Background: an optimization exercise with open tools, aiming at small area. Do not read the settings as production practice. RTL that was checked went through simulation tests only; none was proved equivalent to the original. Power and IR drop assume default switching activity.

Setup of oak:
==> flow/design.v <==
module chimp_grid_engine #(
    parameter int GRID_W    = 8,
    parameter int GRID_H    = 8,
    parameter int NUM_W     = 5,
    parameter int RAND_W    = 8,
    parameter int RETRY_MAX = 15,
    localparam int XW = $clog2(GRID_W),
    localparam int YW = $clog2(GRID_H)
) (
    input  logic              clk,
    input  logic              iResetn,
    input  logic              iStart,
    input  logic [NUM_W-1:0]  iCount,
    input  logic [RAND_W-1:0] iRandNum,
    input  logic              iClickValid,
    input  logic [XW-1:0]     iClickX,
    input  logic [YW-1:0]     iClickY,
    input  logic [XW-1:0]     iRdX,
    input  logic [YW-1:0]     iRdY,
    output logic              oRdActive,
    output logic              oRdShown,
    output logic [NUM_W-1:0]  oRdNum,
    output logic              oBusy,
    output logic [2:0]        oState,
    output logic [NUM_W-1:0]  oNextNum,
    output logic              oCorrect,
    output logic              oWrong,
    output logic              oWon,
    output logic              oLost
);
    localparam int NC  = 64;
    localparam int NT  = 31;
    localparam logic [2:0] S_IDLE   = 3'd0;
    localparam logic [2:0] S_CLEAR  = 3'd1;
    localparam logic [2:0] S_LOAD   = 3'd2;
    localparam logic [2:0] S_SHOW   = 3'd3;
    localparam logic [2:0] S_HIDDEN = 3'd4;
    localparam logic [2:0] S_WON    = 3'd5;
    localparam logic [2:0] S_LOST   = 3'd6;
    logic [2:0]  state_q, state_d;
    logic [4:0]  cnt_q, next_q, hi_q;
    logic [5:0]  ctr_q, hw_q;     
    logic [5:0]  pos_q [1:NT];
    logic [NC-1:0] act_q;
    logic        correct_q, wrong_q, rd_act_q, rd_shown_q;
    logic [4:0]  rd_num_q;
    logic        st_clear, st_load, st_play;
    logic [5:0]  draw_idx, click_idx, rd_idx, free_idx, place_idx, pos_next;
    logic        draw_ok, place, load_done, load_entry;
    logic        click_hit, click_good, click_bad;
    logic [4:0]  rd_raw, rd_num;
    logic        rd_act;
    logic [5:0]  wr_idx, look_idx;
    logic        look_act;
    logic        wr_en, wr_val;
    assign st_clear = (state_q == S_CLEAR);
    assign st_load  = (state_q == S_LOAD);
    assign st_play  = (state_q == S_SHOW) || (state_q == S_HIDDEN);
    assign draw_idx  = iRandNum[5:0];
    assign click_idx = {iClickY, iClickX};
    assign rd_idx    = {iRdY, iRdX};
    always_comb begin
        free_idx = '0;
        for (int i = NC - 1; i >= 0; i--)
            if (!act_q[i])
                free_idx = 6'(i);
    end
    logic [6*32-1:0] pos_flat;
    always_comb begin
        pos_flat[5:0] = pos_q[1];
        for (int k = 1; k <= NT; k++)
            pos_flat[6*k +: 6] = pos_q[k];
        pos_next = pos_flat[6*next_q +: 6];
    end
    assign look_idx   = st_load ? draw_idx : click_idx;
    assign look_act   = act_q[look_idx];
    assign draw_ok    = !look_act;
    assign place      = st_load && (draw_ok || ctr_q == 6'd14);
    assign place_idx  = draw_ok ? draw_idx : free_idx;
    assign load_done  = (hi_q + 5'd1 == cnt_q);
    assign load_entry = st_clear && (ctr_q == 6'd63);
    assign click_hit  = st_play && iClickValid && look_act;
    assign click_good = st_play && iClickValid && (pos_next == click_idx);
    assign click_bad  = click_hit && !click_good;
    always_comb begin
        state_d = state_q;
        if (iStart)
            state_d = S_CLEAR;
        else if (load_entry)
            state_d = S_LOAD;
        else if (place && load_done)
            state_d = S_SHOW;
        else if (click_good)
            state_d = (next_q == hi_q) ? S_WON : S_HIDDEN;
        else if (click_bad)
            state_d = S_LOST;
    end
    logic [NT:1] rd_eq;
    always_comb begin
        for (int k = 1; k <= NT; k++)
            rd_eq[k] = (pos_q[k] == rd_idx) && (hi_q >= 5'(k));
        for (int b = 0; b < 5; b++) begin
            rd_raw[b] = 1'b0;
            for (int k = 1; k <= NT; k++)
                if (k[b])
                    rd_raw[b] = rd_raw[b] | rd_eq[k];
        end
    end
    assign rd_num = (rd_idx < hw_q) ? 5'd0 : rd_raw;
    assign rd_act = act_q[rd_idx] && (rd_num != 5'd0);
    always_comb begin
        wr_idx = click_idx;
        wr_en  = click_good;
        wr_val = 1'b0;
        if (st_load) begin
            wr_idx = place_idx;
            wr_en  = place;
            wr_val = 1'b1;
        end
    end
    always_ff @(posedge clk) begin
        if (!iStart && load_entry)
            act_q <= '0;
        else if (!iStart && wr_en)
            act_q[wr_idx] <= wr_val;
        if (!iStart && place)
            pos_q[hi_q + 5'd1] <= place_idx;
    end
    always_ff @(posedge clk) begin
        if (iStart) begin
            cnt_q   <= (iCount == '0) ? 5'd1 : iCount;
            ctr_q   <= '0;
        end else begin
            if (st_clear) begin
                ctr_q <= ctr_q + 6'd1;
                if (ctr_q == hw_q)
                    hw_q <= ctr_q + 6'd1;
            end
            if (load_entry)
                hw_q <= '0;
            if (st_load)
                ctr_q <= place ? 6'd0 : ctr_q + 6'd1;
        end
    end
    always_ff @(posedge clk or negedge iResetn) begin
        if (!iResetn) begin
            state_q    <= S_IDLE;
            next_q     <= 5'd1;
            hi_q       <= '0;
            correct_q  <= 1'b0;
            wrong_q    <= 1'b0;
            rd_act_q   <= 1'b0;
            rd_shown_q <= 1'b0;
            rd_num_q   <= '0;
        end else begin
            state_q    <= state_d;
            correct_q  <= !iStart && click_good;
            wrong_q    <= !iStart && click_bad;
            rd_act_q   <= rd_act;
            rd_shown_q <= rd_act && (state_q == S_SHOW || state_q == S_LOST);
            rd_num_q   <= rd_num;
            if (iStart)
                next_q <= 5'd1;
            else if (click_good)
                next_q <= next_q + 5'd1;
            if (!iStart) begin
                if (load_entry)
                    hi_q <= '0;
                else if (place)
                    hi_q <= hi_q + 5'd1;
            end
        end
    end
    assign oRdActive = rd_act_q;
    assign oRdShown  = rd_shown_q;
    assign oRdNum    = rd_num_q;
    assign oBusy     = st_clear || st_load;
    assign oState    = state_q;
    assign oNextNum  = next_q;
    assign oCorrect  = correct_q;
    assign oWrong    = wrong_q;
    assign oWon      = (state_q == S_WON);
    assign oLost     = (state_q == S_LOST);
endmodule
Settings: LEC_CHECK=0, CAP_MARGIN=40, CORE_MARGIN=2, CORE_UTILIZATION=70, PLACE_DENSITY=0.78, SLEW_MARGIN=40; clock period 10.0 ns.
standard.sh (not shown) runs the stock make flow with config.mk's settings and CLKGATE_MAP_FILE= SYNTH_SCRIPT=/design/flow/synth_recipe.tcl, a recipe that flattens the netlist after the stock synthesis.
==> flow/flow/run.sh <==
#!/bin/bash
# Standard ORFS layout, except that the combinational logic is mapped by ABC with
# flow/abc.script instead of ORFS's script. Synthesis up to the flip-flop mapping,
# and everything after ABC, is the standard flow (see flow/custom_synth.tcl).
set -euo pipefail
here=$(pwd)
export MY_ABC_SCRIPT=$here/flow/abc.script
export CTS_ARGS="-sink_clustering_enable -repair_clock_nets -dont_use_dummy_load -sink_clustering_size 24 -sink_clustering_max_diameter 80"
export BUFFER_PORTS_ARGS="-buffer_cell sky130_fd_sc_hd__buf_1"
sed "s#SYNTH_SCRIPT=[^ ]*#SYNTH_SCRIPT=$here/flow/custom_synth.tcl#" standard.sh > standard_custom.sh
bash standard_custom.sh > flow.log 2>&1
==> flow/flow/abc.script <==
strash; &get -n; &deepsyn -I 4 -T 90; &put; &get -n; &dch -f; &nf -R 1000; &put
==> flow/flow/custom_synth.tcl <==
proc synth {args} { yosys synth -nofsm -noshare {*}$args }
proc abc {args} {
  set i [lsearch -exact $args -script]
  if { $i >= 0 && [info exists ::env(MY_ABC_SCRIPT)] } {
    set args [lreplace $args $i [expr {$i + 1}] -script $::env(MY_ABC_SCRIPT)]
  }
  puts "custom abc: $args"
  yosys abc {*}$args
}
source $::env(SCRIPTS_DIR)/synth.tcl
# left out here: clear keep_hierarchy, flatten, clean up, hide names made inside functions, write 1_2_yosys.v
Every stage of the flow completed for oak, and the final layout passed the timing, design-rule and antenna checks.
diff inputs: oak => pine
- CORE_UTILIZATION now 60, was 70
- PLACE_DENSITY now 0.7, was 0.78
[summary]
The relative area of clock buffers and inverters in the final design of pine and that of oak are within noise of each other.
On clock share of power, oak and pine are basically level.
Setup WNS oak -> pine: better
Delta (pine minus oak): total number of vias went down by 2.9%, count of fill cells added during filler insertion climbed 554, number of diodes went up, net switching share of the total power -0.15 points.
No functional check of the RTL was part of any run of this note.

---

Another version of the RTL of chimp_grid_engine (not shown whole).
For scale: about 300 flip-flops, ~49 I/O pins, roughly 15000 sq um of cells after synthesis.
Settings: LEC_CHECK=0, CAP_MARGIN=10, CORE_MARGIN=2, CORE_UTILIZATION=60, GPL_TIMING_DRIVEN=0, PLACE_DENSITY=0.7, SLEW_MARGIN=10; clock period 10.0 ns.
==> flow/flow/abc.script <==
strash; &get -n; &deepsyn -T 60; &put; &get -n; &dch -f; &nf -R 1000; &put
Scripts as last shown in full above: flow/flow/run.sh, flow/flow/custom_synth.tcl
Then changed:
--- a/flow/flow/run.sh
+++ b/flow/flow/run.sh
@@ -8 +8 @@
-export CTS_ARGS="-sink_clustering_enable -repair_clock_nets -dont_use_dummy_load -sink_clustering_size 24 -sink_clustering_max_diameter 80"
+export CTS_ARGS="-sink_clustering_enable -repair_clock_nets -dont_use_dummy_load -sink_clustering_size 30 -sink_clustering_max_diameter 100"
Settings changed: CAP_MARGIN 10 to 40, GPL_TIMING_DRIVEN 0 to default, SLEW_MARGIN 10 to 40.
Result:
- sequential power stays flat
- first-iteration DRC count is higher by 1.9%
- total power is lower by 2.3%
- cell count is higher by 1.1%
- core utilization hardly moves
- synthesized cell count is unchanged
- global-route usage is lower by 1.2 points
- count of clock-buffer cells in the layout is lower by 2
- combinational power is about the same
- routed wire length is lower by 2.9%
- setup slack improved by 0.92 ns
Then changed:
--- a/flow/flow/run.sh
+++ b/flow/flow/run.sh
@@ -8 +8 @@
-export CTS_ARGS="-sink_clustering_enable -repair_clock_nets -dont_use_dummy_load -sink_clustering_size 30 -sink_clustering_max_diameter 100"
+export CTS_ARGS="-sink_clustering_enable -repair_clock_nets -dont_use_dummy_load -sink_clustering_size 24 -sink_clustering_max_diameter 80"
=> Flip-flop and latch count does not change. Count of clock-buffer cells in the layout came out higher by 2. Die area does not change. Total power rises by 2.2%. Utilization came out higher by 0.18 points.

---

## v6
Another version of the RTL of chimp_grid_engine (not shown whole).
Size: ~1500 cells after synthesis, roughly 290 flip-flops, roughly 49 I/O pins, ~15000 sq um of cells after synthesis.
clock: 10.0 ns
lec_check: 0
cap_margin: 40
core_margin: 2
core_utilization: 60
place_density: 0.7
slew_margin: 40
==> flow/flow/run.sh <==
#!/bin/bash
# Standard ORFS layout, except that the combinational logic is mapped by ABC with
# flow/abc.script instead of ORFS's script. Synthesis up to the flip-flop mapping,
# and everything after ABC, is the standard flow (see flow/custom_synth.tcl).
set -euo pipefail
here=$(pwd)
export MY_ABC_SCRIPT=$here/flow/abc.script
export CTS_ARGS="-sink_clustering_enable -repair_clock_nets -dont_use_dummy_load -sink_clustering_size 12 -sink_clustering_max_diameter 60 -buf_list sky130_fd_sc_hd__clkbuf_8"
export BUFFER_PORTS_ARGS="-buffer_cell sky130_fd_sc_hd__buf_1"
sed "s#SYNTH_SCRIPT=[^ ]*#SYNTH_SCRIPT=$here/flow/custom_synth.tcl#" standard.sh > standard_custom.sh
bash standard_custom.sh > flow.log 2>&1
Scripts as last shown in full above: flow/flow/abc.script, flow/flow/custom_synth.tcl
v6: PASS, flow complete, no timing, DRC or antenna violations
What v7 does differently from v6 at the input level:
Settings: GPL_TIMING_DRIVEN: unset -> 0; SLEW_MARGIN: 40 -> 20; CAP_MARGIN: 40 -> 20.
--- outcome ---
Compared with v6, in v7 number of synthesized register bits was more or less identical, number of filler cells placed in the layout lower, area growth from synthesis to layout has increased, mean number of vias per cell held, depth of the critical timing path with buffers and inverters included fell 2. v7 -> v6: port buffer count delta 0, exact match. Cell-internal power, v7 and v6: lower on v6.

---

Setup of run A:
chimp_grid_engine, a different RTL version from the one above (not shown whole).
Size in the first run: roughly 1,600 cells after synthesis, roughly 300 flip-flops, roughly 49 I/O pins.
Design chimp_grid_engine, start of the top module:
module chimp_grid_engine #(
    parameter int GRID_W    = 8,
    parameter int GRID_H    = 8,
    parameter int NUM_W     = 5,
    parameter int RAND_W    = 8,
    parameter int RETRY_MAX = 15,
    localparam int XW = $clog2(GRID_W),
    localparam int YW = $clog2(GRID_H)
) (
    input  logic              clk,
    input  logic              iResetn,
    input  logic              iStart,
    input  logic [NUM_W-1:0]  iCount,
    input  logic [RAND_W-1:0] iRandNum,
    input  logic              iClickValid,
    input  logic [XW-1:0]     iClickX,
    input  logic [YW-1:0]     iClickY,
    input  logic [XW-1:0]     iRdX,
    input  logic [YW-1:0]     iRdY,
    output logic              oRdActive,
    output logic              oRdShown,
    output logic [NUM_W-1:0]  oRdNum,
    output logic              oBusy,
    output logic [2:0]        oState,
    output logic [NUM_W-1:0]  oNextNum,
    output logic              oCorrect,
    output logic              oWrong,
    output logic              oWon,
    output logic              oLost
);
export LEC_CHECK = 0
export CAP_MARGIN = 40
export CORE_MARGIN = 2
export CORE_UTILIZATION = 60
export PLACE_DENSITY = 0.7
export SLEW_MARGIN = 40
create_clock -name core_clock -period 10.0 [get_ports {clk}]
==> flow/flow/run.sh <==
#!/bin/bash
# Standard ORFS layout, except that the combinational logic is mapped by ABC with
# flow/abc.script instead of ORFS's script. Synthesis up to the flip-flop mapping,
# and everything after ABC, is the standard flow (see flow/custom_synth.tcl).
set -euo pipefail
here=$(pwd)
export MY_ABC_SCRIPT=$here/flow/abc.script
export CTS_ARGS="-sink_clustering_enable -repair_clock_nets -dont_use_dummy_load"
sed "s#SYNTH_SCRIPT=[^ ]*#SYNTH_SCRIPT=$here/flow/custom_synth.tcl#" standard.sh > standard_custom.sh
bash standard_custom.sh > flow.log 2>&1
Scripts as last shown in full above: flow/flow/abc.script, flow/flow/custom_synth.tcl
## Diff of input files: run B against run A
- ABC_AREA now 1, previously not set
- CTS_BUF_LIST now sky130_fd_sc_hd__clkbuf_4 sky130_fd_sc_hd__clkbuf_8, previously not set
- CTS_CLUSTER_SIZE now 30, previously not set
==> flow/run.sh (new file) <==
#!/bin/bash
# synth_recipe.tcl (not shown) runs the flow's synth.tcl, then flattens the netlist and writes it again
# the make line also repeats each setting of config.mk as NAME=value (left out here)
make -C /OpenROAD-flow-scripts/flow DESIGN_CONFIG=/design/flow/config.mk WORK_HOME=/design/flow/orfs CLKGATE_MAP_FILE= SYNTH_SCRIPT=/design/flow/synth_recipe.tcl finish
removed: flow/flow/run.sh
removed: flow/flow/abc.script
removed: flow/flow/custom_synth.tcl
removed: flow/standard.sh
In the flow results for run B and run A, the portion of total power attributed to the clock network is smaller on run B. For count of cell instances traversed by the critical path, dividing the value from run A by the value from run B gives 0.889. Against run A as the reference, run B delivers a higher share of total power in combinational logic.
diff inputs: run B => run C
- CTS_CLUSTER_SIZE no longer set, was 30
- CTS_BUF_LIST no longer set, was sky130_fd_sc_hd__clkbuf_4 sky130_fd_sc_hd__clkbuf_8
--- outcome ---
Cell count in run C is about 1.2% lower than in run B
Summary of run C over run B: routed wire length now sits at about the same level, fraction of standard cell area in multi-input logic now sits at about the same level.
For final instance area, run C and run B come out practically identical.
No functional check of the RTL was part of any run of this note.

-- static timing again, ports no longer ideal --
The flow's constraints put no driver on any port. The routed layouts listed below were extracted and timed again, unchanged, in two steps. Step 1 assumes that a clkbuf_16 drives the clock port and a buf_2 every other input. Step 2 times the ports against the registers' clock, not the clock port: input delays grow and output delays shrink by t, the midpoint of the rising clock arrivals with the driver on. Three values: ideal, step 1, step 2; two values: the first two.
| run | shift t [ns] | setup WS [ns] | worst register clock-pin slew, ns |
|---|---|---|---|
| oak | 0.546 | 1.813 / 1.832 / 1.286 | 0.10 / 0.10 |
| pine | 0.561 | 1.855 / 1.866 / 1.305 | 0.10 / 0.10 |
| the first run of note 2 | 0.550 | 1.203 / 1.229 / 0.679 | 0.10 / 0.10 |
| the second run of note 2 | 0.548 | 2.125 / 2.158 / 1.610 | 0.12 / 0.12 |
| the third run of note 2 | 0.559 | 2.131 / 2.165 / 1.606 | 0.11 / 0.11 |
| v6 | 0.633 | 2.428 / 2.457 / 1.824 | 0.09 / 0.09 |
| v7 | 0.630 | 1.740 / 1.764 / 1.134 | 0.09 / 0.09 |
| run A | 0.607 | 1.824 / 1.852 / 1.244 | 0.06 / 0.06 |
| run B | 0.637 | 2.060 / 2.078 / 1.441 | 0.07 / 0.07 |
| run C | 0.568 | 1.990 / 2.012 / 1.445 | 0.06 / 0.06 |
After both steps every run listed still meets setup and hold. For run B, which loses most, drivers alone change the setup slack by +0.018 ns; drivers and shift together by -0.619 ns.
